From an optimization exercise on the open Yosys and OpenROAD flow, aimed at small area, a short achievable clock period and few clock cycles; shortcuts taken in it are not production practice.
At most, simulation tests tie the RTL to the original design; equivalence was not proved.
No activity file was given, so power comes from the tool's default toggle rates.

## run 4
==> flow/design.v (excerpt) <==
module matrix_saddle_point_count #(
  parameter int MAX_ROWS = 16,
  parameter int MAX_COLS = 16
) (
  input  logic                              clk_i,
  input  logic                              rst_ni,
  input  logic                              elem_valid_i,
  output logic                              elem_ready_o,
  input  logic signed [msp_pkg::DATA_W-1:0] elem_value_i,
  output logic                              count_valid_o,
  input  logic                              count_ready_i,
  output logic [msp_pkg::COUNT_W-1:0]       count_o,
  input  logic                              cfg_we_i,
  input  logic [msp_pkg::CFG_IDX_W-1:0]     cfg_idx_i,
  input  logic [msp_pkg::CFG_W-1:0]         cfg_data_i
);
For scale: ~2900 cells after synthesis, about 55 I/O pins, ~0.033 mm2 of cells after synthesis.
export LEC_CHECK = 0
export ABC_AREA = 1
export CAP_MARGIN = 20
export CORE_MARGIN = 2
export CORE_UTILIZATION = 65
export CTS_BUF_LIST = sky130_fd_sc_hd__clkbuf_4 sky130_fd_sc_hd__clkbuf_8
export CTS_CLUSTER_DIAMETER = 50
export CTS_CLUSTER_SIZE = 16
export PLACE_DENSITY = 0.75
export SLEW_MARGIN = 20
export SYNTH_MEMORY_MAX_BITS = 16384
create_clock -name core_clock -period 8.0 [get_ports {clk_i}]
standard.sh (not shown) runs the stock make flow with config.mk's settings and CLKGATE_MAP_FILE= SYNTH_SCRIPT=/design/flow/synth_recipe.tcl, a recipe that flattens the netlist after the stock synthesis.
==> flow/flow/run.sh <==
#!/bin/bash
# Standard layout (bash standard.sh), with two settings passed to ORFS's make:
#  - SETUP_SLACK_MARGIN: timing repair aims for this much setup slack at the design's
#    clock period, i.e. for a shorter period than the design's;
#  - BUFFER_PORTS_ARGS: every input and output port still gets its buffer, as a buf_1
#    (the repair steps may resize it) instead of the default delay-cell buffer.
set -euo pipefail
bash standard.sh SETUP_SLACK_MARGIN=5.3 "BUFFER_PORTS_ARGS=-buffer_cell sky130_fd_sc_hd__buf_1" finish > standard_flow.log 2>&1
What run 5 does differently from run 4 at the input level:
--- a/flow/design.v
+++ b/flow/design.v
@@ -124,32 +124,32 @@
   data_t s1_min_q, s1_max_q;
   data_t m7_min, m7_max, m4_min, m4_max, m2_min, m2_max, m1_min, m1_max;
   logic  use7_q, use4_q, use2_q, use1_q;
   logic  use7, use4, use2, use1;
   logic [3:0] seg_len;    
   logic [2:0] seg_rem;
   assign seg_len = ring_m1_d - 4'd1;
   assign use7    = (seg_len >= 4'd7);
   assign seg_rem = use7 ? seg_len[2:0] + 3'd1 : seg_len[2:0];
   assign use4    = seg_rem[2];
   assign use2    = seg_rem[1];
   assign use1    = seg_rem[0];
-  assign m7_min = use7_q ? s7_min_q[6] : t_min_q;
-  assign m7_max = use7_q ? s7_max_q[6] : t_max_q;
-  assign m4_min = use4_q ? s4_min_q[3] : m7_min;
-  assign m4_max = use4_q ? s4_max_q[3] : m7_max;
-  assign m2_min = use2_q ? s2_min_q[1] : m4_min;
-  assign m2_max = use2_q ? s2_max_q[1] : m4_max;
-  assign m1_min = use1_q ? s1_min_q : m2_min;
-  assign m1_max = use1_q ? s1_max_q : m2_max;
+  assign m7_min = ~(use7_q ? s7_min_q[6] : t_min_q);
+  assign m7_max = ~(use7_q ? s7_max_q[6] : t_max_q);
+  assign m4_min = ~(use4_q ? s4_min_q[3] : m7_min);
+  assign m4_max = ~(use4_q ? s4_max_q[3] : m7_max);
+  assign m2_min = ~(use2_q ? s2_min_q[1] : m4_min);
+  assign m2_max = ~(use2_q ? s2_max_q[1] : m4_max);
+  assign m1_min = ~(use1_q ? s1_min_q : m2_min);
+  assign m1_max = ~(use1_q ? s1_max_q : m2_max);
   logic       lt_min, eq_min, gt_max, eq_max;
   logic       gt_rmax, eq_rmax, lt_rmin, eq_rmin;
   logic       take_min, take_max;
   data_t      rmax_q, rmin_q;
   logic [3:0] rmax_idx_q, rmin_idx_q;
   logic       rmax_ok_q, rmin_ok_q;       
   logic [3:0] c1_idx_q, c2_idx_q;
   logic       c1_ok_q, c2_ok_q;
   logic       x_c0, x_lastcol;
   logic       up_rmax, up_rmin;
   logic       rmax_ok_d, rmin_ok_d;
   logic [3:0] rmax_idx_d, rmin_idx_d;
[summary]
- Changes observed in run 5 relative to run 4: switching power share of the total shows a reduction of 1.3 points, number of distinct library cells after synthesis decreased 5.6%, total power of the final layout moved down, pin count of the biggest net entering global routing shrank by 18.
- Changes observed in run 5 relative to run 4: design area shows no meaningful change, total cell area at the placement stage decreased about 0.47%, final-layout worst hold slack dropped 0.0066 ns.
- Run 5 went all the way through synthesis, placement and routing and the layout is clean on timing, DRC and antenna.
- For number of standard cells after synthesis, dividing the value from run 4 by the value from run 5 gives 1.13.
- Compared with run 4, in run 5 length of routed met2 wiring moved down, final worst setup slack +0.056 ns, routed wire length -about 3.2%.
Testbench counts of run 5, summed over its fixed seeds: cycles 13,850.
For run 4, only the layout was checked, not whether the RTL still works.

==> port drivers added, routing unchanged <==
How much do the figures lean on ideal ports? The routed layouts below were timed once more, with nothing changed but the port constraints. Step 1 sets driving cells, clkbuf_16 on the clock port and buf_2 on the other inputs (assumed; they add their load-dependent delay and slew). Step 2, shift: input delay + t, output delay - t, t = (earliest + latest rising clock arrival at the registers) / 2. This alone moves slack from input paths to output paths. Slacks: ideal ports / drivers / drivers and shift; pairs: ideal ports / drivers.
run | shift t [ns] | setup slack, ns | worst hold slack (ns) | latest minus earliest clock arrival (ns) | worst register clock-pin slew, ns
run 4 | 0.754 | 5.101 / 5.043 / 5.031 | 0.320 / 0.320 / 0.320 | 0.041 / 0.041 | 0.11 / 0.11
run 5 | 0.728 | 5.158 / 5.107 / 5.074 | 0.314 / 0.314 / 0.314 | 0.043 / 0.044 | 0.10 / 0.10
After both steps setup and hold are still met in every run listed. For run 5, which loses most, drivers alone change the setup slack by -0.051 ns; drivers and shift together by -0.084 ns.
